This design comes from an exercise in tuning for small area on the open sky130 flow, not from production work.
In this exercise RTL edits were held to simulation tests only and were not proved equivalent to the original.
Power figures rest on the tool's default switching activity, not on a simulated workload.

== north ==
## switch_core
module switch_core (
    input  wire         switch_clk,
    input  wire         arst_n_i,
    input  wire  [3:0]   frame_eof_i,
    input  wire  [191:0] src_mac_i,
    input  wire  [191:0] dst_mac_i,
    input  wire  [31:0]  start_ptr_i,
    input  wire  [3:0]   voq_pop_i,
    output wire  [31:0]  voq_ptr_o,
    output wire  [3:0]   voq_valid_o,
    output wire  [3:0]   voq_drop_o
);
Size in the first run: about 2600 cells after synthesis, about 49000 µm² of cells after synthesis.
clock: 5.0 ns
lec_check: 0
cap_margin: 0
core_margin: 2
core_utilization: 60
setup_slack_margin: 0.05
slew_margin: 0
standard.sh (not shown) runs the stock make flow with config.mk's settings and CLKGATE_MAP_FILE= SYNTH_SCRIPT=/design/flow/synth_recipe.tcl, a recipe that flattens the netlist after the stock synthesis.
==> flow/flow/run.sh <==
#!/bin/bash
# ORFS layout of the design, as the standard.sh runs it, with these changes:
#  - synthesis maps the logic with an area-oriented ABC script (flow/synth.tcl)
#  - the port buffers are the smallest plain buffer
#  - CTS builds the tree from clkbuf_8 without dummy loads
#  - floorplan skips its pre-placement timing repair (REMOVE_ABC_BUFFERS), which
#    upsized gates on nets that placement buffers anyway
set -euo pipefail
W=$PWD
export MY_ABC_SCRIPT=$W/flow/abc_area.script
export REMOVE_ABC_BUFFERS=1
export BUFFER_PORTS_ARGS="-buffer_cell sky130_fd_sc_hd__buf_1"
export CTS_ARGS="-sink_clustering_enable -repair_clock_nets -dont_use_dummy_load -buf_list sky130_fd_sc_hd__clkbuf_8 -sink_clustering_size 16 -sink_clustering_max_diameter 80"
make -C "$FLOW_HOME" DESIGN_CONFIG="$FLOW_CONFIG" WORK_HOME="$W/orfs" CLKGATE_MAP_FILE= \
  SYNTH_SCRIPT="$W/flow/synth.tcl" finish > "$W/make_finish.log" 2>&1
R=$W/orfs/results/$FLOW_PLATFORM/switch_core/base
: # left out here: write the final layout as DEF
==> flow/flow/abc_area.script <==
&get -n
&st
&dch -f
&nf -a
&put
==> flow/flow/synth.tcl <==
# The standard flow's synthesis script (synth_recipe.tcl) with one change: ABC maps the
# combinational logic with an area-oriented script (flow/abc_area.script)
# instead of ORFS's speed script. Flip-flop mapping, flattening and renaming
# are unchanged.
proc synth {args} { yosys synth -nofsm -noshare {*}$args }
proc abc {args} {
  set i [lsearch -exact $args -script]
  if {$i >= 0} { lset args [expr {$i + 1}] $::env(MY_ABC_SCRIPT) }
  yosys abc {*}$args
}
source $::env(SCRIPTS_DIR)/synth.tcl
# left out here: clear keep_hierarchy, flatten, clean up, hide names made inside functions, write 1_2_yosys.v
Changes in south relative to north:
==> flow/flow/run.sh <==
#!/bin/bash
# ORFS layout of the design, as the standard.sh runs it, with three changes:
#  - synthesis maps the logic with an area-oriented ABC script (flow/synth.tcl)
#  - the port buffers are the smallest plain buffer
#  - CTS builds the tree from clkbuf_8 without dummy loads
set -euo pipefail
W=$PWD
export MY_ABC_SCRIPT=$W/flow/abc_area.script
export BUFFER_PORTS_ARGS="-buffer_cell sky130_fd_sc_hd__buf_1"
export CTS_ARGS="-sink_clustering_enable -repair_clock_nets -dont_use_dummy_load -buf_list sky130_fd_sc_hd__clkbuf_8 -sink_clustering_size 16 -sink_clustering_max_diameter 80"
make -C "$FLOW_HOME" DESIGN_CONFIG="$FLOW_CONFIG" WORK_HOME="$W/orfs" CLKGATE_MAP_FILE= \
  SYNTH_SCRIPT="$W/flow/synth.tcl" finish > "$W/make_finish.log" 2>&1
R=$W/orfs/results/$FLOW_PLATFORM/switch_core/base
: # left out here: write the final layout as DEF
==> flow/flow/abc_area.script <==
&get -n
&st
&dch -f
&nf -a -R 1000
&st
&dch -f
&nf -a -R 1000
&put
Notes after the runs:
In the reports for south and north, the smaller sequential share of layout area belongs to north. Summary — number of multi-input logic gates, south relative to north: lower, by 41. In terms of clock network fraction of total power, south and north differ only marginally. ~same clock transition at the registers of the reported paths in south and north. In south the global-route total usage across every layer turned out 1.2 points higher than in north.
Relative to south, the following input files were edited for east:
==> flow/flow/abc_area.script <==
&get -n
&st
&syn4
&dch -f
&nf -a -R 1000
&st
&dch -f
&nf -a -R 1000
&put
diff --git a/flow/config.mk b/flow/config.mk
--- a/flow/config.mk
+++ b/flow/config.mk
@@ -9,4 +9,5 @@
 export CORE_MARGIN = 2
 export CORE_UTILIZATION = 60
+export GPL_TIMING_DRIVEN = 0
 export SETUP_SLACK_MARGIN = 0.05
 export SLEW_MARGIN = 0
[summary]
east: full flow OK, the timing, DRC and antenna checks passed
NOTE: total global routing track utilization in east falls short of that of south
Changes observed in east relative to south: multi-input combinational area share lower, pin count of the biggest net entering global routing lower.
Between south and east, the total power is lower for south.
Lower number of non-clock buffers was reported by south, not east.

separate check: timing with driven ports:
How much do the figures lean on ideal ports? The routed layouts below were timed once more, with nothing changed but the port constraints. Step 1: set_driving_cell puts a clkbuf_16 on switch_clk and a buf_2 on each other input, an assumption about the parent block. Step 2 adds t to the input delays and takes it off the output delays; t is the mean of the earliest and latest rising clock arrival at the registers after step 1. Input paths then give back, and output paths get back, about the clock's delay inside the block. Slacks: ideal ports / drivers / drivers and shift; pairs: ideal ports / drivers.
run | shift t [ns] | setup WS [ns] | slew at the worst register clock pin (ns) | pins driven straight from the clock port
north | 0.793 | 0.169 / 0.169 / 0.169 | 0.11 / 0.11 | 1
south | 0.786 | 0.334 / 0.334 / 0.334 | 0.11 / 0.11 | 1
east | 0.786 | 0.283 / 0.283 / 0.283 | 0.11 / 0.11 | 1
After both steps every run listed still meets setup and hold.
